Context: an optimization exercise on an open-source flow, tuned for small area, a short achievable clock period and few clock cycles per item. The choices shown serve that exercise and are no tape-out recipe. At most, simulation tests tie the RTL to the original design; equivalence was not proved. Only the layout flow was run in runs 2 and 6; the RTL was not checked for function there. Power figures rest on the tool's default switching activity, not on a simulated workload.

==> flow/flow/run.sh <==
#!/bin/bash
# The standard layout (standard.sh, all ORFS steps), except that the
# port buffers are plain sky130_fd_sc_hd__buf_1 cells instead of the
# flow's default choice. make's output goes to standard.log; ORFS keeps
# each step's log under orfs/logs/.
set -o pipefail
export BUFFER_PORTS_ARGS="-buffer_cell sky130_fd_sc_hd__buf_1"
bash standard.sh > standard.log 2>&1
==> flow/standard.sh <==
#!/bin/bash
# synth_recipe.tcl (not shown) runs the flow's synth.tcl, then flattens the netlist and writes it again
# the make line also repeats each setting of config.mk as NAME=value (left out here)
make -C /OpenROAD-flow-scripts/flow DESIGN_CONFIG=/design/flow/config.mk WORK_HOME=/design/flow/orfs CLKGATE_MAP_FILE= SYNTH_SCRIPT=/design/flow/synth_recipe.tcl "${@:-finish}"
==> flow/config.mk <==
export PLATFORM = sky130hd
export DESIGN_NAME = signed_int32_divider
export DESIGN_NICKNAME = signed_int32_divider
export VERILOG_FILES = /design/flow/design.v
export SDC_FILE = /design/flow/constraint.sdc
export NUM_CORES = 4
export LEC_CHECK = 0
export CAP_MARGIN = 20
export CORE_MARGIN = 2
export CORE_UTILIZATION = 40
export CTS_BUF_LIST = sky130_fd_sc_hd__clkbuf_8
export CTS_CLUSTER_DIAMETER = 100
export CTS_CLUSTER_SIZE = 40
export SETUP_SLACK_MARGIN = 1.3
export SLEW_MARGIN = 20
==> flow/constraint.sdc <==
create_clock -name core_clock -period 4.4 [get_ports {i_clk}]
set_input_delay 0.8800 -clock core_clock [delete_from_list [all_inputs] [get_ports {i_clk}]]
set_output_delay 0.8800 -clock core_clock [all_outputs]
set_load 0.01 [all_outputs]
==> flow/design.v <==
module signed_int32_divider (
    input  logic        i_clk,
    input  logic        i_rst_n,
    input  logic        i_req_valid,
    output logic        o_req_ready,
    input  logic [31:0] i_req_numerator,
    input  logic [31:0] i_req_denominator,
    output logic        o_rsp_valid,
    input  logic        i_rsp_ready,
    output logic [31:0] o_rsp_quotient,
    output logic [1:0]  o_rsp_status
);
    localparam logic [1:0] ST_OK   = 2'd0;
    localparam logic [1:0] ST_OVF  = 2'd1;
    localparam logic [1:0] ST_DIV0 = 2'd2;
    logic        r_idle;    
    logic        r_setup;   
    logic        r_iter;    
    logic        r_done;    
    logic [31:0] r_rem;     
    logic [31:0] r_den;     
    logic        r_cin;     
    logic [31:0] r_quot;    
    logic        r_zero;    
    logic [4:0]  r_cnt;     
    logic        r_neg;     
    logic [1:0]  r_status;
    logic [4:0]  r_cn;      
    logic        r_pn;      
    logic [4:0]  r_cd;      
    function automatic logic [4:0] clz32(input logic [31:0] x);
        logic [15:0] z1;
        logic [15:0] c1;
        logic [7:0]  z2;
        logic [15:0] c2;
        logic [3:0]  z3;
        logic [11:0] c3;
        logic [1:0]  z4;
        logic [7:0]  c4;
        for (int i = 0; i < 16; i++) begin
            z1[i] = ~(x[2*i+1] | x[2*i]);
            c1[i] = ~x[2*i+1];
        end
        for (int i = 0; i < 8; i++) begin
            z2[i]        = z1[2*i+1] & z1[2*i];
            c2[2*i +: 2] = z1[2*i+1] ? {1'b1, c1[2*i]} : {1'b0, c1[2*i+1]};
        end
        for (int i = 0; i < 4; i++) begin
            z3[i]        = z2[2*i+1] & z2[2*i];
            c3[3*i +: 3] = z2[2*i+1] ? {1'b1, c2[4*i +: 2]} : {1'b0, c2[4*i+2 +: 2]};
        end
        for (int i = 0; i < 2; i++) begin
            z4[i]        = z3[2*i+1] & z3[2*i];
            c4[4*i +: 4] = z3[2*i+1] ? {1'b1, c3[6*i +: 3]} : {1'b0, c3[6*i+3 +: 3]};
        end
        if (z4[1]) clz32 = z4[0] ? 5'd0 : {1'b1, c4[3:0]};
        else       clz32 = {1'b0, c4[7:4]};
    endfunction
    function automatic logic negpow2(input logic [31:0] x);
        negpow2 = x[31] & ~|(~x[31:1] & x[30:0]);
    endfunction
    logic        take;
    logic        nneg;
    logic        dneg;
    logic [31:0] n_abs;
    logic [31:0] d_sub;     
    logic        s_div0;
    logic        s_ovf;
    assign take   = r_idle & i_req_valid;
    assign nneg   = i_req_numerator[31];
    assign dneg   = i_req_denominator[31];
    assign n_abs  = nneg ? (~i_req_numerator + 32'd1) : i_req_numerator;
    assign d_sub  = i_req_denominator ^ {32{~dneg}};
    assign s_div0 = (i_req_denominator == 32'd0);
    assign s_ovf  = (i_req_numerator == 32'h8000_0000) & (i_req_denominator == 32'hFFFF_FFFF);
    logic [4:0]  k;
    logic [31:0] d_al;
    logic [32:0] sum;
    logic        ge;
    logic        last;
    assign k = r_cd - r_cn + {4'd0, r_pn};
    always_comb begin
        d_al = r_den;
        for (int s = 0; s < 5; s++) begin
            if (k[s]) d_al = (d_al << (1 << s)) | ({32{r_cin}} >> (32 - (1 << s)));
        end
    end
    logic [33:0] sum_x;
    assign sum_x = {1'b0, r_rem, 1'b1} + {1'b0, r_den, r_cin};
    assign sum   = sum_x[33:1];
    assign ge    = sum[32];
    assign last = (r_cnt == 5'd0);
    always_ff @(posedge i_clk) begin
        if (!i_rst_n) begin
            r_idle  <= 1'b1;
            r_setup <= 1'b0;
            r_iter  <= 1'b0;
            r_done  <= 1'b0;
        end else begin
            if (take) begin
                r_idle <= 1'b0;
                if (s_div0 | s_ovf) r_done  <= 1'b1;
                else                r_setup <= 1'b1;
            end
            if (r_setup) begin
                r_setup <= 1'b0;
                if (ge) r_iter <= 1'b1;
                else    r_done <= 1'b1;
            end
            if (r_iter & last) begin
                r_iter <= 1'b0;
                r_done <= 1'b1;
            end
            if (r_done & i_rsp_ready) begin
                r_done <= 1'b0;
                r_idle <= 1'b1;
            end
        end
    end
    always_ff @(posedge i_clk) begin
        if (r_idle) begin
            r_cin    <= ~dneg;
            r_neg    <= nneg ^ dneg;
            r_status <= s_div0 ? ST_DIV0 : (s_ovf ? ST_OVF : ST_OK);
        end
    end
    always_ff @(posedge i_clk) begin
        if (r_idle) begin
            r_rem <= n_abs;
        end else if ((r_iter | (r_setup & r_neg)) & ge) begin
            r_rem <= sum[31:0];
        end
    end
    always_ff @(posedge i_clk) begin
        if (r_idle) begin
            r_quot <= {nneg ^ dneg, {31{(nneg ^ dneg) | s_ovf}}};
        end else if (r_iter) begin
            r_quot <= {r_quot[30:0], ge ^ r_neg};
        end
    end
    always_ff @(posedge i_clk) begin
        if (r_idle)       r_zero <= s_div0;
        else if (r_setup) r_zero <= ~ge;
    end
    always_ff @(posedge i_clk) begin
        if (r_idle)       r_den <= d_sub;
        else if (r_setup) r_den <= d_al;
        else              r_den <= {1'b1, r_den[31:1]};
        if (r_setup) r_cnt <= k;
        else         r_cnt <= r_cnt - 5'd1;
        r_cn <= clz32(i_req_numerator ^ {32{nneg}});
        r_pn <= negpow2(i_req_numerator);
        r_cd <= clz32(~d_sub);
    end
    assign o_req_ready    = r_idle;
    assign o_rsp_valid    = r_done;
    assign o_rsp_quotient = r_quot & {32{~r_zero}};
    assign o_rsp_status   = r_status;
endmodule
==> notes.md, run 1 <==
- Crit-path max FO: 5
- Final Max Slew Viols: 0
- EDFF count, synth: 71
- PwrDens: 521 nW/µm²
- Setup TNS: 0 ns
- Clock group share of total power: 0.153
- Sequential power share: 0.266
- Ys Warns: 1
- Sw Pwr: 3.02 mW
- Clk root buf: clkbuf_8
- Top post-synthesis cells by area: edfxtp_1, dfxtp_1, o21ai_0, mux2i_1, nand2_1
- Synth top area share: 0.195
- Leading area contributor after synthesis: edfxtp_1
- Required time worst endpoint: 4.71 ns
- CTS Buffer Depth: 2
- TritonCTS clock tree: built
- # DRC: 0
- DR pass1 iterations: 6
- Antenna viol nets, final: 0
- Via/cell ratio: 5.83
- Skew final: 0.0218 ns
- Post-synthesis sequential area ratio: 0.287
- Logic gate share of total power: 0.581
- Max-slew headroom: 0.263
- Syn Inst Count: 1396
- Reg-to-reg startpoint: r_cd[0]
- Max-Cap Viols: 0
- Switch share: 0.462
- Ports: 104
- Cell Area, Synth: 10900 µm²
- Yosys reg bits: 121
- Setup crit end kind: flip-flop
- Hold worst-path end: r_idle
- Reg2reg setup slack: 1.22 ns
- Layout area overhead: 15.1%
- Global Route Usage Sum: 0.239
- Min-delay src: r_done
- F_max: 315 MHz
- Critical R2R Capture: r_den[20]
- Leak: 4.92 nW
- WP data arrival: 3.49 ns
- Hold Crit Class: flip-flop to flip-flop
- WHS Path Cells: 2
- Syn Nets: 1513
- Critical path class: flip-flop to flip-flop
- Pin count of the biggest net entering global routing: 93
- Final period util: 0.722
- Remaining Overflow, GRT: 0
- Min cycle time layout: 3.18 ns
- Share of layout cells above drive strength 1: 0.130
- Rows: 60
- Top_reg_cell synth: edfxtp_1
- Slew @ Worst Pin: 1.10 ns
- Routed len/inst: 19.0 µm
- GP Congestion: 0.929
- Die Y: 169 µm
- Antenna violations before repair: 0
- # nets final: 1585
- Inst Count DP: 1765
- Fin. Hold Viols: 0
- Global-route wire length before repair: 54000 µm
- Finished Core Util: 0.468
- Outcome: complete, no violations
- CTS clk-pin slew, worst paths: 0.10 ns
- CTS Buf Count: 17
- Chip width: 169 µm
- Internal power: 3.53 mW
- Average size of a mapped cell: 7.83 µm²
- Clock sink total: 121
- Post-Layout Cell Count: 1822
- H-Tree Depth: 4
- Initial Utilization: 0.407
- Detailed Route WL: 34600 µm
- HPWL after DPL: 25500 µm
- RSZ-0062 raised after global routing: yes
- Total die area: 28700 µm²
- Setup-failing EPs final: 0
- DR iter-0 viols: 997
- Via count: 10600
- Ant. Diodes: 0
- Synth unique cells: 79
- Top-count cell post-synth: nand2_1
- CORE AREA: 26900 µm²
- Vias in the first global route: 9948
- Clk Latency, worst-skew pair: 0.47 ns
- Worst-case reg-to-reg path depth: 13
- Worst setup SP type: flip-flop
- Post-synth ARST share: 0
- # port buffers: 103
- Top post-synthesis cells by count: nand2_1, nor2_1, o21ai_0, a21oi_1, clkbuf_1
- Max IR drop VDD: 0.000253 V
==> logic make-up after synthesis <==
logic type / count (synthesis) / synth area share
AOI/OAI and AO/OA: 416 / 0.236
xor gates and xnor gates: 93 / 0.0745
adders and majority gates: 49 / 0.0575
buffers and inverters: 168 / 0.0597
DFF: 121 / 0.287
muxes: 82 / 0.0887
and+or+nand+nor: 467 / 0.197
==> layer usage <==
metal / part of all wire / GRT usage
met1: 0.45 / 0.335
met2: 0.46 / 0.381
met3: 0.070 / 0.0329
met4: 0.028 / 0.0747
met5: 0 / 0
==> metrics by stage <==
stage / hold WS, ns / worst slack (ns) / area [µm²] / power (mW)
after detailed placement: 0.514 / 0.618 / 11600 / 5.02
after CTS: 0.515 / 1.25 / 12300 / 6.28
after global placement: 0.516 / 0.709 / 11600 / 5.01
after floorplan: 0.509 / 1.32 / 10900 / 4.16
after global routing: 0.562 / 1.13 / 12600 / 7.00
final: 0.524 / 1.22 / 12600 / 6.55
==> worst max-delay path: stages, from the launching register on <==
cell	delay (ns)
dfxtp_2	0.33
inv_2	0.04
ha_4	0.25
inv_2	0.03
ha_4	0.15
fa_2	0.51
buf_4	0.19
clkbuf_16	0.14
nor2_1	0.24
mux2i_1	0.28
o21ai_2	0.10
mux4_2	0.50
mux2i_2	0.19
o21ai_1	0.07
==> state kept, by name (all words and copies together), names as in the netlist <==
signal	count
r_cd	5
r_cin	1
r_cn	5
r_cnt	5
r_den	32
r_done	1
r_idle	1
r_iter	1
r_neg	1
r_pn	1
r_quot	32
r_rem	32
r_setup	1
r_status	2
r_zero	1
==> layout make-up <==
cell class,count,area [µm²]
fillers,2726,14300
multi-input cells,1107,7500
flip-flops and latches,121,3140
repair buffers,151,865
well taps,341,427
inverters,70,269
clock buffers,17,234
clock inverters,15,148
==> layout by cell type (no fill, tap or decap), drive strengths merged, types with 20 or more instances in the layout <==
cell,count
xor2,26
a211oi,24
ha,47
mux2i,62
clkbuf,20
nand2,162
dfxtp,50
a21oi,114
a21o,29
buf,148
nor2,137
o21ai,140
inv,80
nand3,36
nor3,25
edfxtp,71
xnor2,67
==> power by group through the flow <==
stage	Combinational [mW]	Clock (mW)	Sequential, mW
detailed placement	3.25	0	1.77
finish	3.81	1.00	1.74
global placement	3.25	0	1.76
CTS	3.52	1.02	1.74
global route	4.16	1.07	1.77
floorplan	2.52	0	1.64
==> worst max path at each step <==
stage	start	to	slack (ns)
after global placement	i_req_numerator[6]	r_quot[5]	0.71
after detailed placement	i_req_numerator[6]	r_quot[30]	0.62
after floorplan	r_cd[0]	r_den[30]	1.32
after CTS	r_cd[0]	r_den[29]	1.25
final	r_cd[0]	r_den[20]	1.22
after global routing	r_cd[0]	r_den[30]	1.13
==> timing repair <==
action / in CTS / in global routing
pin swaps: 8 / 17
buffers inserted: 14 / 8
setup endpoints to repair: 99 / 100
resized for setup: 51 / 59
hold buffers: 0 / 0
cloned: 1 / 1
Testbench counts, summed over its fixed seeds: cycles 20,933, items 2,400.
==> run 2: changes to the inputs <==
--- a/flow/design.v
+++ b/flow/design.v
@@ -25,9 +25,7 @@
     logic [4:0]  r_cnt;     
     logic        r_neg;     
     logic [1:0]  r_status;
-    logic [4:0]  r_cn;      
     logic        r_pn;      
-    logic [4:0]  r_cd;      
     function automatic logic [4:0] clz32(input logic [31:0] x);
         logic [15:0] z1;
         logic [15:0] c1;
@@ -78,7 +76,7 @@
     logic [32:0] sum;
     logic        ge;
     logic        last;
-    assign k = r_cd - r_cn + {4'd0, r_pn};
+    assign k = r_cnt + {4'd0, r_pn};
     always_comb begin
         d_al = r_den;
         for (int s = 0; s < 5; s++) begin
@@ -146,11 +144,10 @@
         if (r_idle)       r_den <= d_sub;
         else if (r_setup) r_den <= d_al;
         else              r_den <= {1'b1, r_den[31:1]};
-        if (r_setup) r_cnt <= k;
-        else         r_cnt <= r_cnt - 5'd1;
-        r_cn <= clz32(i_req_numerator ^ {32{nneg}});
+        if (r_idle)       r_cnt <= clz32(~d_sub) - clz32(i_req_numerator ^ {32{nneg}});
+        else if (r_setup) r_cnt <= k;
+        else              r_cnt <= r_cnt - 5'd1;
         r_pn <= negpow2(i_req_numerator);
-        r_cd <= clz32(~d_sub);
     end
     assign o_req_ready    = r_idle;
     assign o_rsp_valid    = r_done;
--- a/flow/config.mk
+++ b/flow/config.mk
@@ -8,8 +8,5 @@
 export CAP_MARGIN = 20
 export CORE_MARGIN = 2
 export CORE_UTILIZATION = 40
-export CTS_BUF_LIST = sky130_fd_sc_hd__clkbuf_8
-export CTS_CLUSTER_DIAMETER = 100
-export CTS_CLUSTER_SIZE = 40
 export SETUP_SLACK_MARGIN = 1.3
 export SLEW_MARGIN = 20
==> run 2 against run 1 <==
Effect of this change: critical path depth rose by 1; cell count fell by 2.7%; critical path type is now input port to flip-flop; hold slack improved by 0.0089 ns; still clean; clock power fell by 11%; die area fell by 3.8%; fmax fell by 7.3%; sequential share of layout area fell by 1.5 points.
==> notes.md, run 2 <==
- F_max: 292 MHz (-7.3%)
- Fillers: 2548 (-6.5%)
- Top post-synthesis cells by area: edfxtp_1, dfxtp_1, o21ai_0, xnor2_1, nand2_1
- Syn Nets: 1468 (-3.0%)
- Post-synthesis sequential area ratio: 0.279 (-0.00748)
- Average size of a mapped cell: 7.77 µm² (-0.83%)
- Final Max Slew Viols: 0 (unchanged)
- Die Y: 166 µm (-1.9%)
- Clk root buf: clkbuf_16
- Crit-path max cell delay: 0.57 ns (+0.06 ns)
- DR pass1 iterations: 6 (unchanged)
- Vias in the first global route: 9510 (-4.4%)
- Critical path class: input port to flip-flop
- Leak: 4.86 nW (-1.1%)
- CORE AREA: 25900 µm² (-3.6%)
- Finished Core Util: 0.484 (+0.0154)
- Synth top area share: 0.203 (+0.00787)
- Skew final: 0.0127 ns (-0.00904 ns)
- RSZ-0062 raised after global routing: yes
- DR iter-0 viols: 925 (-7.2%)
- Worst setup SP type: input port
- Ys Warns: 1 (unchanged)
- Reg-to-reg startpoint: r_rem[4]
- # DRC: 0 (unchanged)
- Critical path, cell by cell: buf_2 -> or4_4 -> o32ai_4 -> inv_1 -> nor2_2 -> nand2_2 -> a21oi_4 -> a31oi_2 -> fa_2 -> a21o_1 -> a21oi_2 -> xor2_2 -> xnor2_1 -> a221o_1
- WP data arrival: 3.69 ns (+0.20 ns)
- Share of layout cells above drive strength 1: 0.168 (+0.0381)
- Total die area: 27600 µm² (-3.8%)
- Multi-input logic area: 7490 µm² (-0.12%)
- GP Congestion: 0.913 (-1.8%)
- Post-synth ARST share: 0 (unchanged)
- Global-route wire length before repair: 53600 µm (-0.77%)
- Dpl cell area: 11300 µm² (-2.5%)
- EDFF count, synth: 71 (unchanged)
- Slowest cell on the critical path: or4_4
- Detailed Route WL: 35400 µm (+2.5%)
- Most frequent cells in the layout: nand2_1, o21ai_0, nor2_1
- WHS Path Cells: 2 (unchanged)
- Reg area: 2950 µm² (-6.2%)
- Initial Utilization: 0.406 (-0.00123)
- Setup TNS: 0 ns (unchanged)
- Cell Area, Synth: 10500 µm² (-3.9%)
- Setup-failing EPs final: 0 (unchanged)
- Setup crit start: i_req_numerator[23]
- Critical R2R Capture: r_rem[25]
- CP delay by family, top: compound AO/OA/AOI/OAI gates
- Slew @ Worst Pin: 1.12 ns (+0.0148 ns)
- Finished layout cell area: 12500 µm² (-0.41%)
- # port buffers: 103 (unchanged)
- Rows: 59 (-1.7%)
- # nets final: 1547 (-2.4%)
- Crit-path max FO: 8 (+3)
- Via/cell ratio: 5.95 (+2.0%)
- Max-Cap Viols: 0 (unchanged)
- CTS Buffer Depth: 2 (unchanged)
- Clk Latency, worst-skew pair: 0.37 ns (-0.10 ns)
- Hold worst-path end: r_iter
- Required time worst endpoint: 4.66 ns (-0.05 ns)
- Ant. Diodes: 0 (unchanged)
- Ports: 104 (unchanged)
- Max-slew headroom: 0.251 (-0.0118)
- PwrDens: 482 nW/µm² (-7.5%)
- Pin count of the biggest net entering global routing: 88 (-5.4%)
- Synth unique cells: 77 (-2.5%)
- Reg2reg setup slack: 1.34 ns (+0.12 ns)
- CTS clk-pin slew, worst paths: 0.08 ns (-0.02 ns)
- Clock sink total: 111 (-8.3%)
- Layout area overhead: 19.3%
- Top_reg_cell synth: edfxtp_1
- Hold Crit Class: flip-flop to flip-flop
- Routed len/inst: 20.0 µm (+5.4%)
- Worst-case reg-to-reg path depth: 11 (-2)
- Antenna violations before repair: 0 (unchanged)
- Setup crit end kind: flip-flop
- Leading area contributor after synthesis: edfxtp_1
- H-Tree Depth: 3 (-1)
- Outcome: complete, no violations
- CTS Buf Count: 9 (-8)
- Top post-synthesis cells by count: nand2_1, o21ai_0, nor2_1, a21oi_1, clkbuf_1
- Syn Inst Count: 1353 (-3.1%)
- TritonCTS clock tree: built
- Antenna viol nets, final: 0 (unchanged)
- Final period util: 0.779 (+0.0569)
- Top flop regs: r_den: 32 flops, r_quot: 32 flops, r_rem: 32 flops
- Top-count cell post-synth: nand2_1
- Yosys reg bits: 111 (-8.3%)
- Global Route Usage Sum: 0.244 (+0.00496)
- Bufs and invs on worst path: 2 (-2)
- Min-delay src: r_iter
- Min cycle time layout: 3.43 ns (+0.250 ns)
- Chip width: 166 µm (-1.9%)
- Via count: 10500 (-0.75%)
- Commonest non-fill, non-tap cell in the layout: nand2_1
- HPWL after DPL: 26000 µm (+1.8%)
- Remaining Overflow, GRT: 0 (unchanged)
- Fin. Hold Viols: 0 (unchanged)
- Max IR drop VDD: 0.000218 V (-14%)
==> run 2: timing repair <==
action	CTS	global route
buffers inserted	18	13
resized for setup	97	50
hold buffers	0	0
cloned	4	3
hold endpoints to repair	0	0
pin swaps	31	34
setup endpoints to repair	85	89
==> run 2: kinds of logic (layout without fill, tap and decap cells) <==
family	count (synthesis)	in the layout	share of synthesized area
adders and majority gates	47	47	0.0574
buffers and inverters	167	251	0.0607
xor gates and xnor gates	98	98	0.0817
and+or+nand+nor	446	446	0.198
AOI/OAI and AO/OA	423	423	0.255
muxes	61	61	0.0686
DFF	111	111	0.279
==> run 2: worst max path at each step <==
stage,endpoint,slack (ns),cells after the start
2_1_floorplan,r_cnt[4],0.76,18
3_3_place_gp,r_cnt[4],0.37,15
3_5_place_dp,r_cnt[4],0.25,15
4_1_cts,r_cnt[4],0.96,12
5_1_grt,r_cnt[4],0.80,15
6_report,r_cnt[4],0.97,14
==> run 2: final cells by class <==
class,instances,share of cell area
multi-input combinational,1075,0.598
timing repair buffer,165,0.0871
inverter,70,0.0222
clock buffer,11,0.0195
sequential,111,0.235
clock inverter,5,0.00499
tap,335,0.0334
==> run 2: through the flow <==
step	hold slack [ns]	power, mW	std cells	setup slack [ns]
after detailed placement	0.486	4.80	1718	0.247
after floorplan	0.455	3.96	1353	0.760
final	0.533	6.04	1772	0.972
after global routing	0.554	6.43	1772	0.802
after global placement	0.477	4.80	1718	0.366
after CTS	0.496	5.84	1756	0.956
==> run 2: metal layers <==
layer | vias up | global-route usage | routed length (µm)
li1 | 5105 | - | -
met1 | 4963 | 0.343 | 16000
met2 | 407 | 0.383 | 15800
met3 | 64 | 0.0319 | 2510
met4 | 0 | 0.0904 | 1100
met5 | - | 0 | 0
==> run 2: worst reg2reg max path, cell delays in order (launching register included) <==
cell and delay (ns):
edfxtp_1 0.42, ha_4 0.32, nand2_1 0.12, nor4_2 0.33, nor2_2 0.11, a31o_4 0.25, o31ai_4 0.27, a41oi_2 0.23
o21a_1 0.27, o21bai_4 0.14, buf_12 0.15, clkbuf_16 0.17
==> run 2: power breakdown <==
part	leakage (nW)	switching (mW)	internal, mW
registers	1.06	0.290	1.41
clock network	0.154	0.423	0.468
logic	3.64	2.02	1.43
total	4.86	2.74	3.30
==> run 3: changes to the inputs <==
--- a/flow/design.v
+++ b/flow/design.v
@@ -26,7 +26,7 @@
     logic        r_neg;     
     logic [1:0]  r_status;
     logic        r_pn;      
-    function automatic logic [4:0] clz32(input logic [31:0] x);
+    function automatic logic [5:0] clz32(input logic [31:0] x);
         logic [15:0] z1;
         logic [15:0] c1;
         logic [7:0]  z2;
@@ -51,8 +51,8 @@
             z4[i]        = z3[2*i+1] & z3[2*i];
             c4[4*i +: 4] = z3[2*i+1] ? {1'b1, c3[6*i +: 3]} : {1'b0, c3[6*i+3 +: 3]};
         end
-        if (z4[1]) clz32 = z4[0] ? 5'd0 : {1'b1, c4[3:0]};
-        else       clz32 = {1'b0, c4[7:4]};
+        if (z4[1]) clz32 = z4[0] ? 6'd32 : {2'b01, c4[3:0]};
+        else       clz32 = {2'b00, c4[7:4]};
     endfunction
     function automatic logic negpow2(input logic [31:0] x);
         negpow2 = x[31] & ~|(~x[31:1] & x[30:0]);
@@ -64,6 +64,8 @@
     logic [31:0] d_sub;     
     logic        s_div0;
     logic        s_ovf;
+    logic [6:0]  kk;
+    logic        k_neg;
     assign take   = r_idle & i_req_valid;
     assign nneg   = i_req_numerator[31];
     assign dneg   = i_req_denominator[31];
@@ -71,6 +73,8 @@
     assign d_sub  = i_req_denominator ^ {32{~dneg}};
     assign s_div0 = (i_req_denominator == 32'd0);
     assign s_ovf  = (i_req_numerator == 32'h8000_0000) & (i_req_denominator == 32'hFFFF_FFFF);
+    assign kk    = {1'b0, clz32(~d_sub)} - {1'b0, clz32(i_req_numerator ^ {32{nneg}})};
+    assign k_neg = kk[6] & ~negpow2(i_req_numerator);
     logic [4:0]  k;
     logic [31:0] d_al;
     logic [32:0] sum;
@@ -87,7 +91,7 @@
     assign sum_x = {1'b0, r_rem, 1'b1} + {1'b0, r_den, r_cin};
     assign sum   = sum_x[33:1];
     assign ge    = sum[32];
-    assign last = (r_cnt == 5'd0);
+    assign last  = (r_cnt == 5'd0);
     always_ff @(posedge i_clk) begin
         if (!i_rst_n) begin
             r_idle  <= 1'b1;
@@ -97,8 +101,8 @@
         end else begin
             if (take) begin
                 r_idle <= 1'b0;
-                if (s_div0 | s_ovf) r_done  <= 1'b1;
-                else                r_setup <= 1'b1;
+                if (s_div0 | s_ovf | k_neg) r_done  <= 1'b1;
+                else                        r_setup <= 1'b1;
             end
             if (r_setup) begin
                 r_setup <= 1'b0;
@@ -119,6 +123,7 @@
         if (r_idle) begin
             r_cin    <= ~dneg;
             r_neg    <= nneg ^ dneg;
+            r_pn     <= negpow2(i_req_numerator);
             r_status <= s_div0 ? ST_DIV0 : (s_ovf ? ST_OVF : ST_OK);
         end
     end
@@ -137,17 +142,16 @@
         end
     end
     always_ff @(posedge i_clk) begin
-        if (r_idle)       r_zero <= s_div0;
+        if (r_idle)       r_zero <= s_div0 | k_neg;
         else if (r_setup) r_zero <= ~ge;
     end
     always_ff @(posedge i_clk) begin
         if (r_idle)       r_den <= d_sub;
         else if (r_setup) r_den <= d_al;
         else              r_den <= {1'b1, r_den[31:1]};
-        if (r_idle)       r_cnt <= clz32(~d_sub) - clz32(i_req_numerator ^ {32{nneg}});
+        if (r_idle)       r_cnt <= kk[4:0];
         else if (r_setup) r_cnt <= k;
         else              r_cnt <= r_cnt - 5'd1;
-        r_pn <= negpow2(i_req_numerator);
     end
     assign o_req_ready    = r_idle;
     assign o_rsp_valid    = r_done;
==> flow/run.sh (new file) <==
#!/bin/bash
# synth_recipe.tcl (not shown) runs the flow's synth.tcl, then flattens the netlist and writes it again
# the make line also repeats each setting of config.mk as NAME=value (left out here)
make -C /OpenROAD-flow-scripts/flow DESIGN_CONFIG=/design/flow/config.mk WORK_HOME=/design/flow/orfs CLKGATE_MAP_FILE= SYNTH_SCRIPT=/design/flow/synth_recipe.tcl finish
--- a/flow/config.mk
+++ b/flow/config.mk
@@ -8,5 +8,4 @@
 export CAP_MARGIN = 20
 export CORE_MARGIN = 2
 export CORE_UTILIZATION = 40
-export SETUP_SLACK_MARGIN = 1.3
 export SLEW_MARGIN = 20
removed: flow/flow/run.sh
removed: flow/standard.sh
==> run 3 against run 2 <==
Effect of this change: critical path depth is 4 higher; utilization increased by 1.1 points; fmax fell by 17%; clock skew down 0.0022 ns; via count is 0.54% higher; non-clock buffer count is 49 higher; global-route usage is 0.21 points lower; flip-flop and latch count stayed put; setup slack got worse by 0.69 ns; sequential power decreased by 2%; cell count up 3.7%; hold slack better by 0.046 ns.
==> notes.md, run 3 <==
- Outcome: complete, no violations
- Clk Latency, worst-skew pair: 0.38 ns (about the same)
- Clk root buf: clkbuf_16
- Max IR drop VDD: 0.000247 V (+13%)
- Ports: 104 (unchanged)
- Setup crit end kind: flip-flop
- Commonest non-fill, non-tap cell in the layout: nand2_1
- Global-route wire length before repair: 53700 µm (+0.21%)
- Die Y: 167 µm (+0.59%)
- H-Tree Depth: 3 (unchanged)
- Crit-path max cell delay: 0.43 ns (-0.14 ns)
- Top flop regs: r_den: 32 flops, r_quot: 32 flops, r_rem: 32 flops
- WP data arrival: 4.38 ns (+0.69 ns)
- Critical path class: input port to flip-flop
- GP Congestion: 0.951 (+4.2%)
- CTS Buf Count: 9 (unchanged)
- Max-Cap Viols: 0 (unchanged)
- WHS: 0.579 ns (+0.0460 ns)
- Worst setup SP type: input port
- Fin. Hold Viols: 0 (unchanged)
- Remaining Overflow, GRT: 0 (unchanged)
- DR pass1 iterations: 6 (unchanged)
- Top post-synthesis cells by area: edfxtp_1, dfxtp_1, o21ai_0, xnor2_1, nand2_1
- F_max: 243 MHz (-17%)
- # nets final: 1615 (+4.4%)
- Ys Warns: 1 (unchanged)
- Slowest cell on the critical path: fa_1
- CTS clk-pin slew, worst paths: 0.09 ns (about the same)
- Min cycle time layout: 4.12 ns (+0.689 ns)
- Max-slew headroom: 0.479 (+0.228)
- Antenna violations before repair: 0 (unchanged)
- Critical R2R Capture: r_rem[31]
- # DRC: 0 (unchanged)
- Global Route Usage Sum: 0.241 (-0.00211)
- Most frequent cells in the layout: nand2_1, o21ai_0, nor2_1
- Critical path, cell by cell: clkdlybuf4s50_1 -> or2_2 -> nor4_1 -> a41oi_2 -> a21oi_1 -> and3b_1 -> o21ai_0 -> a21oi_1 -> o211a_1 -> fa_1 -> nor2b_1 -> o21ai_0 -> a21oi_1 -> o21ai_0 -> a31oi_1 -> nand2b_1 -> nand3_1 -> a31oi_1
- Setup TNS: 0 ns (unchanged)
- Slew @ Worst Pin: 0.781 ns (-0.338 ns)
- Reg2reg setup slack: 0.90 ns (-0.44 ns)
- Finished Core Util: 0.495 (+0.0114)
- Clock sink total: 111 (unchanged)
- Setup-failing EPs final: 0 (unchanged)
- Initial Utilization: 0.408 (+0.00260)
- Post-synth ARST share: 0 (unchanged)
- Total power: 6.10 mW (+1.1%)
- Ant. Diodes: 0 (unchanged)
- Crit-path max FO: 5 (-3)
- Via count: 10600 (+0.54%)
- Syn Inst Count: 1376 (+1.7%)
- Antenna viol nets, final: 0 (unchanged)
- Share of layout cells above drive strength 1: 0.114 (-0.0533)
- RSZ-0062 raised after global routing: no
- Reg-to-reg startpoint: r_cin
- Chip width: 167 µm (+0.59%)
- Leading area contributor after synthesis: edfxtp_1
- CTS Buffer Depth: 2 (unchanged)
- Hold worst-path end: r_idle
- Required time worst endpoint: 4.66 ns (about the same)
- Final Max Slew Viols: 0 (unchanged)
- Layout area overhead: 21.3%
- Post-Layout Cell Count: 1838 (+3.7%)
- Pin count of the biggest net entering global routing: 57 (-35%)
- Detailed Route WL: 34200 µm (-3.6%)
- Synth top area share: 0.203 (+0.000389)
- Skew final: 0.0106 ns (-0.00217 ns)
- # port buffers: 103 (unchanged)
- HPWL after DPL: 26800 µm (+3.2%)
- Final period util: 0.936 (+0.157)
- Leak: 5.22 nW (+7.4%)
- CORE AREA: 26100 µm² (+0.57%)
- PwrDens: 473 nW/µm² (-1.8%)
- WHS Path Cells: 2 (unchanged)
- Hold Crit Class: flip-flop to flip-flop
- Inst Count DP: 1821 (+6.0%)
- Cell Area, Synth: 10600 µm² (+1.2%)
- CTS Hold Buffers Added: 0 (unchanged)
- Fillers: 2622 (+2.9%)
- Top_reg_cell synth: edfxtp_1
- Via/cell ratio: 5.76 (-3.1%)
- EDFF count, synth: 72 (+1.4%)
- Routed len/inst: 18.6 µm (-7.0%)
- Syn Nets: 1493 (+1.7%)
- Average size of a mapped cell: 7.73 µm² (-0.48%)
- Top-count cell post-synth: nand2_1
- DR iter-0 viols: 718 (-22%)
- Min-delay src: r_done
- TritonCTS clock tree: built
- Yosys reg bits: 111 (unchanged)
- Post-synthesis sequential area ratio: 0.277 (-0.00241)
- Worst-case reg-to-reg path depth: 10 (-1)
- Total die area: 27900 µm² (+1.2%)
- Rows: 59 (unchanged)
- Vias in the first global route: 9960 (+4.7%)
- Synth unique cells: 77 (unchanged)
- Top post-synthesis cells by count: nand2_1, o21ai_0, nor2_1, a21oi_1, clkbuf_1
## run 3: cell count changes after synthesis, moves of 5 or more
cell,previous run,this run
a211oi_1,14,6
a21oi_1,97,107
nand2_1,159,174
nand2b_1,14,20
nor2_1,129,121
nor2b_1,15,21
nor3_1,16,22
o21a_1,10,4
o31ai_1,16,7
o41ai_1,3,8
## run 3: through the flow
step / setup WS [ns] / cell area [µm²]
finish: 0.283 / 12900
global route: 0.00843 / 12900
CTS: 0.265 / 12900
detailed placement: -0.124 / 12600
global placement: -0.0924 / 12600
floorplan: 0.507 / 10600
## run 3: where the power goes
part           leakage [nW]  internal, mW  total, mW  switching, mW
combinational          4.00          1.50       3.58           2.08
clock                 0.150         0.407      0.862          0.455
sequential             1.07          1.41       1.66          0.251
total                  5.22          3.31       6.10           2.79
## run 3: area by class of cell
| class | count | area, µm² | share of cell area |
|---|---|---|---|
| clock buffer | 9 | 225 | 0.0175 |
| clock inverter | 7 | 75.1 | 0.00582 |
| inverter | 67 | 251 | 0.0195 |
| multi-input combinational | 1095 | 7100 | 0.550 |
| sequential | 111 | 2950 | 0.228 |
| tap | 335 | 419 | 0.0325 |
| timing repair buffer | 214 | 1880 | 0.146 |
## run 3: worst max path at each step
stage / start / end / slack (ns) / cells past startpoint
floorplan: i_req_denominator[31] / r_done / 0.51 / 16
global placement: i_req_denominator[12] / r_done / -0.09 / 19
detailed placement: i_req_numerator[7] / r_done / -0.12 / 18
CTS: i_req_numerator[7] / r_done / 0.26 / 18
global route: i_req_denominator[8] / r_done / 0.008 / 19
finish: i_req_numerator[6] / r_done / 0.28 / 18
## run 3: routing by layer
metal	global-route usage	wire (µm)
met5	0	0
met1	0.323	15300
met2	0.412	16400
met4	0.0772	867
met3	0.0219	1590
## run 3: what timing repair did
action                                  in CTS  in global routing
resized for setup                            0                  5
endpoints found under the setup margin       0                  3
setup buffers                                0                  0
## run 3: cells by family after synthesis
family          Yosys count  share of synthesized area
buf+inv                 170                     0.0612
flops                   111                      0.277
compound gates          410                      0.240
simple gates            474                      0.210
mux                      64                     0.0729
fa+ha+maj                49                     0.0591
xor+xnor                 98                     0.0807
## run 3: worst max-delay path, delay by kind of cell
family	cells	cell delay, ns
AOI/OAI and AO/OA	10	1.60
adders and majority gates	1	0.43
buffers and inverters	1	0.41
and+or+nand+nor	6	1.04
Testbench counts of run 3, summed over its fixed seeds: cycles 19,964, items 2,400.
==> run 4: changes to the inputs <==
--- a/flow/design.v
+++ b/flow/design.v
@@ -25,7 +25,9 @@
     logic [4:0]  r_cnt;     
     logic        r_neg;     
     logic [1:0]  r_status;
+    logic [4:0]  r_cn;      
     logic        r_pn;      
+    logic [4:0]  r_cd;      
     function automatic logic [5:0] clz32(input logic [31:0] x);
         logic [15:0] z1;
         logic [15:0] c1;
@@ -54,6 +56,13 @@
         if (z4[1]) clz32 = z4[0] ? 6'd32 : {2'b01, c4[3:0]};
         else       clz32 = {2'b00, c4[7:4]};
     endfunction
+    function automatic logic gt4(input logic [3:0] x, input logic [3:0] z);
+        logic [3:0] g;
+        logic [3:0] e;
+        g   = x & ~z;
+        e   = ~(x ^ z);
+        gt4 = (g[3] | (e[3] & g[2])) | ((e[3] & e[2]) & (g[1] | (e[1] & g[0])));
+    endfunction
     function automatic logic negpow2(input logic [31:0] x);
         negpow2 = x[31] & ~|(~x[31:1] & x[30:0]);
     endfunction
@@ -64,7 +73,9 @@
     logic [31:0] d_sub;     
     logic        s_div0;
     logic        s_ovf;
-    logic [6:0]  kk;
+    logic [5:0]  cn;
+    logic [5:0]  cd;
+    logic        pn;
     logic        k_neg;
     assign take   = r_idle & i_req_valid;
     assign nneg   = i_req_numerator[31];
@@ -73,14 +84,16 @@
     assign d_sub  = i_req_denominator ^ {32{~dneg}};
     assign s_div0 = (i_req_denominator == 32'd0);
     assign s_ovf  = (i_req_numerator == 32'h8000_0000) & (i_req_denominator == 32'hFFFF_FFFF);
-    assign kk    = {1'b0, clz32(~d_sub)} - {1'b0, clz32(i_req_numerator ^ {32{nneg}})};
-    assign k_neg = kk[6] & ~negpow2(i_req_numerator);
+    assign cn     = clz32(i_req_numerator ^ {32{nneg}});
+    assign cd     = clz32(~d_sub);
+    assign pn     = negpow2(i_req_numerator);
+    assign k_neg  = gt4(cn[5:2], cd[5:2]) & ~pn;
     logic [4:0]  k;
     logic [31:0] d_al;
     logic [32:0] sum;
     logic        ge;
     logic        last;
-    assign k = r_cnt + {4'd0, r_pn};
+    assign k = r_cd - r_cn + {4'd0, r_pn};
     always_comb begin
         d_al = r_den;
         for (int s = 0; s < 5; s++) begin
@@ -91,7 +104,7 @@
     assign sum_x = {1'b0, r_rem, 1'b1} + {1'b0, r_den, r_cin};
     assign sum   = sum_x[33:1];
     assign ge    = sum[32];
-    assign last  = (r_cnt == 5'd0);
+    assign last = (r_cnt == 5'd0);
     always_ff @(posedge i_clk) begin
         if (!i_rst_n) begin
             r_idle  <= 1'b1;
@@ -101,13 +114,13 @@
         end else begin
             if (take) begin
                 r_idle <= 1'b0;
-                if (s_div0 | s_ovf | k_neg) r_done  <= 1'b1;
-                else                        r_setup <= 1'b1;
+                if (s_div0 | k_neg) r_done  <= 1'b1;
+                else                r_setup <= 1'b1;
             end
             if (r_setup) begin
                 r_setup <= 1'b0;
-                if (ge) r_iter <= 1'b1;
-                else    r_done <= 1'b1;
+                if (ge & ~r_status[0]) r_iter <= 1'b1;
+                else                   r_done <= 1'b1;
             end
             if (r_iter & last) begin
                 r_iter <= 1'b0;
@@ -123,7 +136,6 @@
         if (r_idle) begin
             r_cin    <= ~dneg;
             r_neg    <= nneg ^ dneg;
-            r_pn     <= negpow2(i_req_numerator);
             r_status <= s_div0 ? ST_DIV0 : (s_ovf ? ST_OVF : ST_OK);
         end
     end
@@ -135,8 +147,8 @@
         end
     end
     always_ff @(posedge i_clk) begin
-        if (r_idle) begin
-            r_quot <= {nneg ^ dneg, {31{(nneg ^ dneg) | s_ovf}}};
+        if (r_setup) begin
+            r_quot <= {r_neg, {31{r_neg | r_status[0]}}};
         end else if (r_iter) begin
             r_quot <= {r_quot[30:0], ge ^ r_neg};
         end
@@ -149,9 +161,11 @@
         if (r_idle)       r_den <= d_sub;
         else if (r_setup) r_den <= d_al;
         else              r_den <= {1'b1, r_den[31:1]};
-        if (r_idle)       r_cnt <= kk[4:0];
-        else if (r_setup) r_cnt <= k;
-        else              r_cnt <= r_cnt - 5'd1;
+        if (r_setup) r_cnt <= k;
+        else         r_cnt <= r_cnt - 5'd1;
+        r_cn <= cn[4:0];
+        r_pn <= pn;
+        r_cd <= cd[4:0];
     end
     assign o_req_ready    = r_idle;
     assign o_rsp_valid    = r_done;
--- a/flow/config.mk
+++ b/flow/config.mk
@@ -8,4 +8,5 @@
 export CAP_MARGIN = 20
 export CORE_MARGIN = 2
 export CORE_UTILIZATION = 40
+export SETUP_SLACK_MARGIN = 1.3
 export SLEW_MARGIN = 20
==> run 4 against run 3 <==
Effect of this change: hold slack worse by 0.016 ns; cell area is 11% higher; count of clock-buffer cells in the layout is 12 higher; utilization is 2.1 points higher; fmax is 27% higher; global-route usage is 0.12 points lower; setup slack better by 0.86 ns; total power is 8.1% higher; critical path type unchanged; critical endpoint is now r_zero; largest power group unchanged.
==> notes.md, run 4 <==
- CORE AREA: 27700 µm² (+6.3%)
- CTS Buf Count: 17 (+8)
- Synth top area share: 0.190 (-0.0138)
- DR iter-0 viols: 984 (+37%)
- Crit path setup slack, layout: 1.15 ns (+0.863 ns)
- Min cycle time layout: 3.25 ns (-0.863 ns)
- Remaining Overflow, GRT: 0 (unchanged)
- Final period util: 0.740 (-0.196)
- Layout area overhead: 27.2%
- CTS Hold Buffers Added: 0 (unchanged)
- Syn Inst Count: 1410 (+2.5%)
- CP delay by family, top: simple AND/OR/NAND/NOR gates
- Hold Crit Class: flip-flop to flip-flop
- Commonest non-fill, non-tap cell in the layout: nand2_1
- Clock sink total: 121 (+9.0%)
- Chip width: 172 µm (+2.8%)
- Antenna viol nets, final: 0 (unchanged)
- Global-route wire length before repair: 55100 µm (+2.5%)
- Total die area: 29500 µm² (+5.6%)
- Max-slew headroom: 0.516 (+0.0371)
- WHS: 0.562 ns (-0.0165 ns)
- Slew @ Worst Pin: 0.718 ns (-0.0632 ns)
- F_max: 307 MHz (+27%)
- # port buffers: 103 (unchanged)
- Post-synthesis sequential area ratio: 0.278 (+0.00176)
- Rows: 61 (+3.4%)
- Bufs and invs on worst path: 1 (unchanged)
- Fillers: 2644 (+0.84%)
- DR pass1 iterations: 5 (-1)
- EDFF count, synth: 71 (-1.4%)
- H-Tree Depth: 4 (+1)
- Syn Nets: 1530 (+2.5%)
- Final Max Slew Viols: 0 (unchanged)
- Vias in the first global route: 10100 (+1.3%)
- Ports: 104 (unchanged)
- Worst setup SP type: input port
- Max-Cap Viols: 0 (unchanged)
- Outcome: complete, no violations
- Place WS: 0.100 ns (+0.224 ns)
- Share of layout cells above drive strength 1: 0.192 (+0.0779)
- Ant. Diodes: 0 (unchanged)
- Required time worst endpoint: 4.57 ns (-0.09 ns)
- PwrDens: 461 nW/µm² (-2.6%)
- Die Y: 172 µm (+2.8%)
- Dpl cell area: 12800 µm² (+1.6%)
- GP Congestion: 0.933 (-1.8%)
- Multi-input logic area: 8050 µm² (+13%)
- Fin. Hold Viols: 0 (unchanged)
- HPWL after DPL: 26300 µm (-1.9%)
- Top post-synthesis cells by count: nand2_1, o21ai_0, nor2_1, a21oi_1, edfxtp_1
- Setup crit end kind: flip-flop
- Routed len/inst: 18.8 µm (+1.0%)
- Clk root buf: clkbuf_16
- Initial Utilization: 0.406 (-0.00204)
- # DRC: 0 (unchanged)
- Via/cell ratio: 5.71 (-0.98%)
- Crit-path max FO: 3 (-2)
- Finished layout cell area: 14300 µm² (+11%)
- Post-synth ARST share: 0 (unchanged)
- Top-count cell post-synth: nand2_1
- Detailed Route WL: 36000 µm (+5.4%)
- Ys Warns: 1 (unchanged)
- Pin count of the biggest net entering global routing: 74 (+30%)
- Critical path, cell by cell: dlygate4sd2_1 -> or4b_4 -> o22ai_4 -> nand4_4 -> nor4b_4 -> ha_1 -> a21o_1 -> a41oi_2 -> o21bai_4 -> mux2_4
- Yosys reg bits: 121 (+9.0%)
- CTS clk-pin slew, worst paths: 0.06 ns (-0.03 ns)
- Slowest cell on the critical path: or4b_4
- Via count: 10900 (+3.3%)
- Skew final: 0.0194 ns (+0.00889 ns)
- Crit-path max cell delay: 0.55 ns (+0.12 ns)
- Setup-failing EPs final: 0 (unchanged)
- Leak: 5.66 nW (+8.5%)
- Top post-synthesis cells by area: edfxtp_1, dfxtp_1, o21ai_0, mux2i_1, ha_1
- TritonCTS clock tree: built
- Most frequent cells in the layout: nand2_1, o21ai_0, nor2_1
- CTS Buffer Depth: 2 (unchanged)
- Critical path class: input port to flip-flop
- Synth unique cells: 88 (+14%)
- Leading area contributor after synthesis: edfxtp_1
- Top flop regs: r_den: 32 flops, r_quot: 32 flops, r_rem: 32 flops
- # nets final: 1646 (+1.9%)
- Global Route Usage Sum: 0.240 (-0.00124)
- Clk Latency, worst-skew pair: 0.43 ns (+0.05 ns)
- Antenna violations before repair: 0 (unchanged)
- Finished Core Util: 0.516 (+0.0214)
- Setup TNS: 0 ns (unchanged)
- WP data arrival: 3.43 ns (-0.95 ns)
- Cell Area, Synth: 11300 µm² (+5.8%)
- Average size of a mapped cell: 7.98 µm² (+3.2%)
- Top_reg_cell synth: edfxtp_1
- Max IR drop VDD: 0.000347 V (+41%)
- RSZ-0062 raised after global routing: yes
- Reg area: 3140 µm² (+6.6%)
==> run 4: cell count changes in the layout (fill, tap and decap cells not counted), sizes merged, moves of 10 or more <==
cell           before  now
clkdlybuf4s50     101   42
dlygate4sd2         0   41
mux2i              46   65
clkbuf              9   27
a211oi              6   20
xnor2              77   63
nand2             174  161
nor2              121  133
dfxtp              39   50
nand3              28   39
a221oi             17    7
buf               113  103
xor2               21   31
==> run 4: kinds of logic (layout without fill, tap and decap cells) <==
| logic type | after synthesis | after routing | share of synthesized area |
|---|---|---|---|
| and+or+nand+nor | 484 | 484 | 0.206 |
| AOI/OAI and AO/OA | 399 | 399 | 0.225 |
| buffers and inverters | 170 | 299 | 0.0627 |
| DFF | 121 | 121 | 0.278 |
| xor gates and xnor gates | 94 | 94 | 0.0745 |
| muxes | 90 | 90 | 0.0949 |
| adders and majority gates | 52 | 52 | 0.0592 |
==> run 4: per-stage QoR <==
step                std cells  total power, mW
floorplan                1410             3.89
global placement         1838             4.76
detailed placement       1838             4.77
CTS                      1898             6.15
global route             1917             7.02
finish                   1917             6.59
==> run 4: worst min-delay path: stages, from the launching register on <==
cell     delay (ns)
dfxtp_1        0.33
nand2_1        0.10
nand3_1        0.08
==> run 4: power breakdown <==
group / internal (mW) / switching (mW)
Sequential: 1.46 / 0.192
Clock: 0.717 / 0.517
Combinational: 1.63 / 2.08
Total: 3.81 / 2.79
==> run 4: area by class of cell <==
class                           count  share of cell area
Clock buffer                       21              0.0308
Clock inverter                     11             0.00533
Inverter                           66              0.0177
Multi-Input combinational cell   1119               0.563
Sequential cell                   121               0.220
Tap cell                          378              0.0331
Timing Repair Buffer              201               0.131
==> run 4: worst paths after layout <==
path / from / to / slack [ns] / cells past startpoint
worst max register to register: r_cd[0] / r_den[26] / 1.33 / 15
worst min-delay path: r_done / r_idle / 0.56 / 2
worst max-delay path: i_req_numerator[28] / r_zero / 1.15 / 10
worst min register to register: r_done / r_idle / 0.56 / 2
==> run 4: what timing repair did <==
action,4_1_cts,5_1_grt
setup buffers,28,17
gates resized for setup,137,105
endpoints found under the hold margin,0,0
gates cloned,0,2
endpoints found under the setup margin,74,73
pin swaps,34,25
==> run 4: routing by layer <==
| layer | wire [µm] | global-route usage |
|---|---|---|
| met5 | 0 | 0 |
| met4 | 643 | 0.0623 |
| met3 | 2000 | 0.0313 |
| met2 | 16900 | 0.393 |
| met1 | 16500 | 0.334 |
Testbench counts of run 4, summed over its fixed seeds: cycles 20,036, items 2,400.
==> run 5: changes to the inputs <==
--- a/flow/config.mk
+++ b/flow/config.mk
@@ -8,5 +8,4 @@
 export CAP_MARGIN = 20
 export CORE_MARGIN = 2
 export CORE_UTILIZATION = 40
-export SETUP_SLACK_MARGIN = 1.3
 export SLEW_MARGIN = 20
==> run 5 against run 4 <==
Effect of this change: routed wire length down 6.0%; fmax decreased by 18%; global-route usage down 1.1 points; cell area down 6.7%; first-iteration DRC count down 9.5%; sequential power barely moved; utilization shrank 3.4 points; still clean; register-to-register slack worse by 0.49 ns; die area unchanged; clock skew down 0.0034 ns; critical endpoint unchanged; total power shrank 5.9%; count of clock-buffer cells in the layout up 5; highest routed layer unchanged.
==> notes.md, run 5 <==
- Commonest non-fill, non-tap cell in the layout: nand2_1
- Leak: 5.27 nW (-7.0%)
- TritonCTS clock tree: built
- Ant. Diodes: 0 (unchanged)
- PwrDens: 465 nW/µm² (+0.83%)
- Inst Count DP: 1846 (+0.44%)
- CORE AREA: 27700 µm² (unchanged)
- Syn Nets: 1530 (unchanged)
- WP data arrival: 4.13 ns (+0.70 ns)
- Via/cell ratio: 5.72 (+0.22%)
- Global-route wire length before repair: 52800 µm (-4.1%)
- Rows: 61 (unchanged)
- Crit path setup slack, layout: 0.435 ns (-0.711 ns)
- CP dominant cell by count: ha_1
- Top post-synthesis cells by count: nand2_1, o21ai_0, nor2_1, a21oi_1, edfxtp_1
- Global Route met2 Usage: 0.357 (-0.0353)
- CTS Buf Count: 17 (unchanged)
- Leading area contributor after synthesis: edfxtp_1
- Setup Fix Bufs, Post-CTS: 0 (-100%)
- Multi-input logic area: 7440 µm² (-7.7%)
- Syn Inst Count: 1410 (unchanged)
- Average size of a mapped cell: 7.98 µm² (unchanged)
- GP Congestion: 0.951 (+1.9%)
- Reg area: 3140 µm² (-0.12%)
- EDFF count, synth: 71 (unchanged)
- Outcome: complete, no violations
- Post-synthesis sequential area ratio: 0.278 (unchanged)
- Ys Warns: 1 (unchanged)
- Detailed Route WL: 33900 µm (-6.0%)
- Skew final: 0.0160 ns (-0.00341 ns)
- Final period util: 0.901 (+0.162)
- Setup crit end kind: flip-flop
- Met1 Track Usage GR: 0.315 (-0.0186)
- DR pass1 iterations: 5 (unchanged)
- Via count: 10700 (-1.8%)
- Global Route Usage Sum: 0.230 (-0.0106)
- Total die area: 29500 µm² (unchanged)
- Bufs and invs on worst path: 2 (+1)
- Clk Latency, worst-skew pair: 0.43 ns (about the same)
- Most frequent cells in the layout: nand2_1, o21ai_0, nor2_1
- H-Tree Depth: 4 (unchanged)
- DR iter-0 viols: 891 (-9.5%)
- Remaining Overflow, GRT: 0 (unchanged)
- Antenna violations before repair: 0 (unchanged)
- Yosys reg bits: 121 (unchanged)
- HPWL after DPL: 25900 µm (-1.7%)
- CTS clk-pin slew, worst paths: 0.05 ns (about the same)
- Slowest cell on the critical path: clkdlybuf4s50_1
- Top flop regs: r_den: 32 flops, r_quot: 32 flops, r_rem: 32 flops
- Antenna viol nets, final: 0 (unchanged)
- Most Used Layer, Global Route: met2
- Cell Area, Synth: 11300 µm² (unchanged)
- Hold Crit Class: flip-flop to flip-flop
- Post_cts resized: 0 (-100%)
- Die Y: 172 µm (unchanged)
- Top post-synthesis cells by area: edfxtp_1, dfxtp_1, o21ai_0, mux2i_1, ha_1
- Setup TNS: 0 ns (unchanged)
- Setup-failing EPs final: 0 (unchanged)
- Ports: 104 (unchanged)
- CP delay by family, top: simple AND/OR/NAND/NOR gates
- Crit-path max cell delay: 0.49 ns (-0.06 ns)
- Routed len/inst: 18.0 µm (-4.0%)
- Clock sink total: 121 (unchanged)
- CTS Hold Buffers Added: 0 (unchanged)
- # DRC: 0 (unchanged)
- Top-count cell post-synth: nand2_1
- Worst setup SP type: input port
- Synth unique cells: 88 (unchanged)
- Required time worst endpoint: 4.56 ns (about the same)
- Share of layout cells above drive strength 1: 0.102 (-0.0903)
- Initial Utilization: 0.406 (unchanged)
- F_max: 252 MHz (-18%)
- Vias in the first global route: 9762 (-3.3%)
- Synth top area share: 0.190 (unchanged)
- Max IR drop VDD: 0.000290 V (-17%)
- Top_reg_cell synth: edfxtp_1
- Max-slew headroom: 0.346 (-0.170)
- Chip width: 172 µm (unchanged)
- Fin. Hold Viols: 0 (unchanged)
- # port buffers: 103 (unchanged)
- Critical path class: input port to flip-flop
- CTS Buffer Depth: 2 (unchanged)
- Place WS: 0.00124 ns (-0.0990 ns)
- Layout area overhead: 18.7%
- Crit-path max FO: 5 (+2)
- Pin count of the biggest net entering global routing: 77 (+4.1%)
- Fillers: 2800 (+5.9%)
- Post-Layout Cell Count: 1878 (-2.0%)
- Slew @ Worst Pin: 0.981 ns (+0.263 ns)
- Final Max Slew Viols: 0 (unchanged)
- # nets final: 1607 (-2.4%)
- RSZ-0062 raised after global routing: no
- Max-Cap Viols: 0 (unchanged)
- GRT met3 Usage: 0.0364 (+0.00506)
- Clk root buf: clkbuf_16
- Post-synth ARST share: 0 (unchanged)
- Min cycle time layout: 3.97 ns (+0.711 ns)
- Critical path, cell by cell: clkdlybuf4s50_1 -> inv_1 -> ha_1 -> or4b_4 -> o22ai_4 -> nand4_4 -> nor4b_1 -> ha_1 -> and3_1 -> a41oi_2 -> o21bai_2 -> mux2_2
run 5: changes by cell type in the layout (fill, tap and decap cells not counted), moves of 9 or more:
cell,delta
buf_4,-20
mux2i_1,+17
a21oi_1,+14
clkdlybuf4s50_1,+59
o21ai_0,+14
o21ai_1,-13
buf_6,-11
dlygate4sd2_1,-41
mux2i_2,-9
a21oi_2,-13
nor2_1,+10
run 5: worst register-to-register path, cell delays in order (launching register included):
cell and delay, ns:
dfxtp_1 0.31, inv_1 0.05, ha_1 0.26, inv_1 0.04, ha_2 0.17, fa_2 0.91
buf_4 0.36, mux2_2 0.37, nor2_1 0.09, a21oi_1 0.08, mux4_2 0.50, nor2_1 0.10
a21oi_1 0.05, o21ai_0 0.17
run 5: kinds of logic (layout without fill, tap and decap cells):
kind of cell    after synthesis  in the layout  share of synthesized area
flops                       121            121                      0.278
fa+ha+maj                    52             52                     0.0592
mux                          90             90                     0.0949
xor+xnor                     94             94                     0.0745
compound gates              399            399                      0.225
buf+inv                     170            260                     0.0627
simple gates                484            484                      0.206
run 5: final timing paths:
check | end | slack, ns | start | cells after the start
worst min-delay path | r_idle | 0.57 | r_done | 2
worst min register to register | r_idle | 0.57 | r_done | 2
worst max-delay path | r_zero | 0.43 | i_req_numerator[30] | 12
worst max register to register | r_den[23] | 0.84 | r_cd[0] | 13
run 5: layout make-up:
cell class	instances	area share
Timing Repair Buffer	162	0.111
Clock inverter	6	0.00234
Clock buffer	26	0.0414
Tap cell	378	0.0354
Multi-Input combinational cell	1119	0.557
Inverter	66	0.0185
Sequential cell	121	0.235
run 5: metal layers:
metal  routed length [µm]  up-vias
li1                     -     5267
met1                15600     5002
met2                14900      408
met3                 2190       67
met4                 1220        0
met5                    0        -
run 5: report_power, final:
group          leakage (nW)  internal, mW  switching, mW
clock network         0.296         0.862          0.513
logic                  3.86          1.32           1.85
registers              1.11          1.46          0.202
total                  5.27          3.64           2.57
run 5: stage by stage:
| stage | total power [mW] | utilization | hold WS [ns] | area (µm²) |
|---|---|---|---|---|
| floorplan | 3.88 | - | 0.510 | 11300 |
| global placement | 4.76 | 0.461 | 0.547 | 12800 |
| detailed placement | 4.78 | 0.461 | 0.558 | 12800 |
| CTS | 6.18 | 0.482 | 0.566 | 13400 |
| global route | 6.61 | 0.482 | 0.586 | 13400 |
| finish | 6.20 | 0.482 | 0.565 | 13400 |
==> run 6: changes to the inputs <==
--- a/flow/design.v
+++ b/flow/design.v
@@ -100,9 +100,30 @@
             if (k[s]) d_al = (d_al << (1 << s)) | ({32{r_cin}} >> (32 - (1 << s)));
         end
     end
-    logic [33:0] sum_x;
-    assign sum_x = {1'b0, r_rem, 1'b1} + {1'b0, r_den, r_cin};
-    assign sum   = sum_x[33:1];
+    always_comb begin
+        logic [32:0] g;
+        logic [32:0] p;
+        logic [32:0] gg;
+        logic [32:0] pp;
+        g[0] = r_cin;
+        p[0] = 1'b0;
+        for (int i = 0; i < 32; i++) begin
+            g[i+1] = r_rem[i] & r_den[i];
+            p[i+1] = r_rem[i] ^ r_den[i];
+        end
+        gg = g;
+        pp = p;
+        for (int s = 0; s < 6; s++) begin
+            for (int i = 0; i < 33; i++) begin
+                if ((i >> s) & 1) begin
+                    gg[i] = gg[i] | (pp[i] & gg[((i >> s) << s) - 1]);
+                    pp[i] = pp[i] & pp[((i >> s) << s) - 1];
+                end
+            end
+        end
+        for (int i = 0; i < 32; i++) sum[i] = p[i+1] ^ gg[i];
+        sum[32] = gg[32];
+    end
     assign ge    = sum[32];
     assign last = (r_cnt == 5'd0);
     always_ff @(posedge i_clk) begin
--- a/flow/config.mk
+++ b/flow/config.mk
@@ -8,4 +8,5 @@
 export CAP_MARGIN = 20
 export CORE_MARGIN = 2
 export CORE_UTILIZATION = 40
+export SETUP_SLACK_MARGIN = 1.3
 export SLEW_MARGIN = 20
==> run 6 against run 5 <==
Effect of this change: largest cell class unchanged; synthesized area shrank 4.9%; hold slack lost 0.0060 ns; highest routed layer unchanged; utilization grew 7.5 points; fmax grew 19%.
==> notes.md, run 6 <==
- Outcome: complete, no violations
- Die Y: 168 µm (-2.4%)
- Fin. Hold Viols: 0 (unchanged)
- DR iter-0 viols: 1004 (+13%)
- Skew final: 0.0124 ns (-0.00360 ns)
- Ys Warns: 1 (unchanged)
- Max-Cap Viols: 0 (unchanged)
- CP delay by family, top: multiplexers
- # DRC: 0 (unchanged)
- Required time worst endpoint: 4.55 ns (about the same)
- Crit-path max cell delay: 0.61 ns (+0.12 ns)
- TritonCTS clock tree: built
- CTS clk-pin slew, worst paths: 0.07 ns (+0.02 ns)
- WP data arrival: 3.47 ns (-0.66 ns)
- Total die area: 28100 µm² (-4.8%)
- Syn Nets: 1371 (-10%)
- Synth unique cells: 71 (-19%)
- DR pass1 iterations: 16 (+11)
- EDFF count, synth: 71 (unchanged)
- Via count: 10600 (-1.6%)
- Post-synthesis sequential area ratio: 0.293 (+0.0144)
- Yosys reg bits: 121 (unchanged)
- Clock group share of total power: 0.204 (-0.018)
- Pin count of the biggest net entering global routing: 61 (-21%)
- Critical path class: flip-flop to flip-flop
- Synth top area share: 0.199 (+0.00980)
- Critical path, cell by cell: inv_2 -> ha_4 -> inv_2 -> ha_4 -> fa_2 -> buf_12 -> buf_16 -> mux4_2 -> mux4_2 -> mux2_4 -> a211oi_2 -> a21oi_1
- Global-route wire length before repair: 57900 µm (+9.6%)
- Global Route Usage Sum: 0.265 (+0.0354)
- PwrDens: 492 nW/µm² (+5.8%)
- CTS Buf Count: 17 (unchanged)
- Top post-synthesis cells by area: edfxtp_1, dfxtp_1, mux4_2, mux2i_1, ha_1
- Setup crit end kind: flip-flop
- CTS Buffer Depth: 2 (unchanged)
- Internal power: 4.22 mW (+16%)
- Top-count cell post-synth: nor2_1
- Clk Latency, worst-skew pair: 0.44 ns (about the same)
- Max-slew headroom: 0.231 (-0.115)
- Leak: 5.77 nW (+9.5%)
- HPWL after DPL: 26100 µm (+0.89%)
- Final period util: 0.755 (-0.147)
- Bufs and invs on worst path: 4 (+2)
- Layout area overhead: 36.1%
- Finished Core Util: 0.557 (+0.0751)
- # port buffers: 103 (unchanged)
- # nets final: 1527 (-5.0%)
- CORE AREA: 26100 µm² (-5.7%)
- Post-synth ARST share: 0 (unchanged)
- Ant. Diodes: 0 (unchanged)
- Min cycle time layout: 3.32 ns (-0.645 ns)
- Switch share: 0.410 (-0.00360)
- Top flop regs: r_den: 32 flops, r_quot: 32 flops, r_rem: 32 flops
- Fillers: 2372 (-15%)
- Initial Utilization: 0.409 (+0.00328)
- Hold Crit Class: flip-flop to flip-flop
- Slowest cell on the critical path: fa_2
- Worst setup SP type: flip-flop
- Share of layout cells above drive strength 1: 0.275 (+0.173)
- Antenna viol nets, final: 0 (unchanged)
- H-Tree Depth: 4 (unchanged)
- Detailed Route WL: 37700 µm (+11%)
- Most frequent cells in the layout: nor2_1, buf_4, nand2_1
- Clk root buf: clkbuf_16
- F_max: 301 MHz (+19%)
- Average size of a mapped cell: 8.57 µm² (+7.4%)
- Antenna violations before repair: 0 (unchanged)
- Logic gate share of total power: 0.559 (+0.048)
- Final Max Slew Viols: 0 (unchanged)
- Setup-failing EPs final: 0 (unchanged)
- Routed len/inst: 21.5 µm (+19%)
- Slew @ Worst Pin: 1.15 ns (+0.166 ns)
- Remaining Overflow, GRT: 0 (unchanged)
- RSZ-0062 raised after global routing: yes
- WHS: 0.559 ns (-0.00598 ns)
- Leading area contributor after synthesis: edfxtp_1
- Cell Area, Synth: 10700 µm² (-4.9%)
- Vias in the first global route: 10100 (+3.1%)
- Max IR drop VDD: 0.000482 V (+66%)
- CTS Hold Buffers Added: 0 (unchanged)
- Syn Inst Count: 1248 (-11%)
- Commonest non-fill, non-tap cell in the layout: nor2_1
- Sequential power share: 0.237 (-0.030)
- Top_reg_cell synth: edfxtp_1
- Ports: 104 (unchanged)
- Clock sink total: 121 (unchanged)
- Crit-path max FO: 4 (-1)
- GP Congestion: 0.930 (-2.1%)
- Via/cell ratio: 6.03 (+5.5%)
- Sw Pwr: 2.94 mW (+14%)
- Setup TNS: 0 ns (unchanged)
- Top post-synthesis cells by count: nor2_1, o21ai_0, nand2_1, a21oi_1, inv_1
- Chip width: 168 µm (-2.4%)
- Rows: 59 (-3.3%)
## run 6: cell types whose count changed after synthesis, moves of 9 or more
cell      before  now
a21o_1        17    8
a21oi_1      110   76
buf_2         21    6
inv_1         64   76
mux4_2        12   31
nand2_1      161   98
nand2b_1      23   13
nand3_1       39   25
o21ai_0      139  100
xnor2_1       63   52
## run 6: layout make-up
| class | instances | area, µm² | share of cell area |
|---|---|---|---|
| Timing Repair Buffer | 228 | 2160 | 0.148 |
| Clock buffer | 17 | 425 | 0.0292 |
| Inverter | 77 | 295 | 0.0203 |
| Sequential cell | 121 | 3160 | 0.217 |
| Clock inverter | 15 | 168 | 0.0115 |
| Tap cell | 335 | 419 | 0.0288 |
| Multi-Input combinational cell | 959 | 7930 | 0.545 |
## run 6: kinds of logic after synthesis
group	count (synthesis)	synth area share
muxes	109	0.140
and+or+nand+nor	389	0.173
AOI/OAI and AO/OA	330	0.201
xor gates and xnor gates	76	0.0622
adders and majority gates	55	0.0692
buffers and inverters	168	0.0619
DFF	121	0.293
## run 6: stage by stage
step | power [mW] | setup slack [ns] | cells | instance area [µm²]
after detailed placement | 4.63 | 0.345 | 1641 | 12300
after global routing | 7.50 | 0.990 | 1752 | 14600
after floorplan | 3.76 | 1.09 | 1248 | 10900
after global placement | 4.60 | 0.392 | 1641 | 12300
final | 7.16 | 1.08 | 1752 | 14600
after CTS | 6.77 | 1.13 | 1739 | 14100
## run 6: worst paths after layout
check	from	end	slack, ns	cells past startpoint
worst min register to register	r_den[10]	r_den[9]	0.56	2
worst max register to register	r_cd[0]	r_den[30]	1.08	12
worst max-delay path	r_cd[0]	r_den[30]	1.08	12
worst min-delay path	r_den[10]	r_den[9]	0.56	2
## run 6: what timing repair did
| action | CTS | global route |
|---|---|---|
| gates cloned | 3 | 0 |
| setup endpoints to repair | 87 | 73 |
| hold endpoints to repair | 0 | 0 |
| resized for setup | 222 | 104 |
| buffers inserted | 63 | 13 |
| pin swaps | 43 | 45 |
## run 6: power groups by stage
| stage | Sequential, mW | Combinational (mW) | Clock (mW) |
|---|---|---|---|
| 3_5_place_dp | 1.70 | 2.94 | 0 |
| 5_1_grt | 1.72 | 4.27 | 1.52 |
| 2_1_floorplan | 1.59 | 2.17 | 0 |
| 6_report | 1.70 | 4.00 | 1.46 |
| 4_1_cts | 1.69 | 3.61 | 1.47 |
| 3_3_place_gp | 1.69 | 2.91 | 0 |
## run 6: tightest hold or removal path: cells and delay by family (launching register included)
kind             cells  cell delay [ns]
AND/OR/NAND/NOR      1             0.09
AO/OA/AOI/OAI        1             0.07
flip-flops           1             0.36
## run 6: layer usage
metal / track usage / part of all wire / wire [µm] / vias up
li1: - / - / - / 4890
met1: 0.359 / 0.43 / 16200 / 5110
met2: 0.431 / 0.47 / 17700 / 485
met3: 0.0421 / 0.068 / 2560 / 88
met4: 0.0930 / 0.035 / 1310 / 0
met5: 0 / 0 / 0 / -

-- static timing again, ports no longer ideal --
No port has a modelled driver above. Below, the same layouts with a new extraction and two added sets of constraints. Step 1: set_driving_cell puts a clkbuf_16 on i_clk and a buf_2 on each other input, an assumption about the parent block. Step 2 times the ports against the registers' clock, not the clock port: input delays grow and output delays shrink by t, the midpoint of the rising clock arrivals with the driver on. Three values: no drivers, after step 1, after step 2; two values: the first two.
run | t (ns) | setup WS [ns] | pins driven straight from the clock port
run 1 | 0.505 | 1.222 / 1.222 / 0.909 | 1
run 2 | 0.406 | 0.972 / 0.987 / 0.581 | 1
run 3 | 0.415 | 0.283 / 0.307 / -0.108 | 1
run 4 | 0.475 | 1.146 / 1.155 / 0.680 | 1
run 5 | 0.471 | 0.435 / 0.465 / -0.006 | 1
run 6 | 0.476 | 1.080 / 1.080 / 0.857 | 1
With both steps, setup timing fails in run 3 and run 5, where it was met with ideal ports. The setup slack of run 4, which loses most, moves by +0.009 ns with the drivers and by -0.466 ns with both steps.
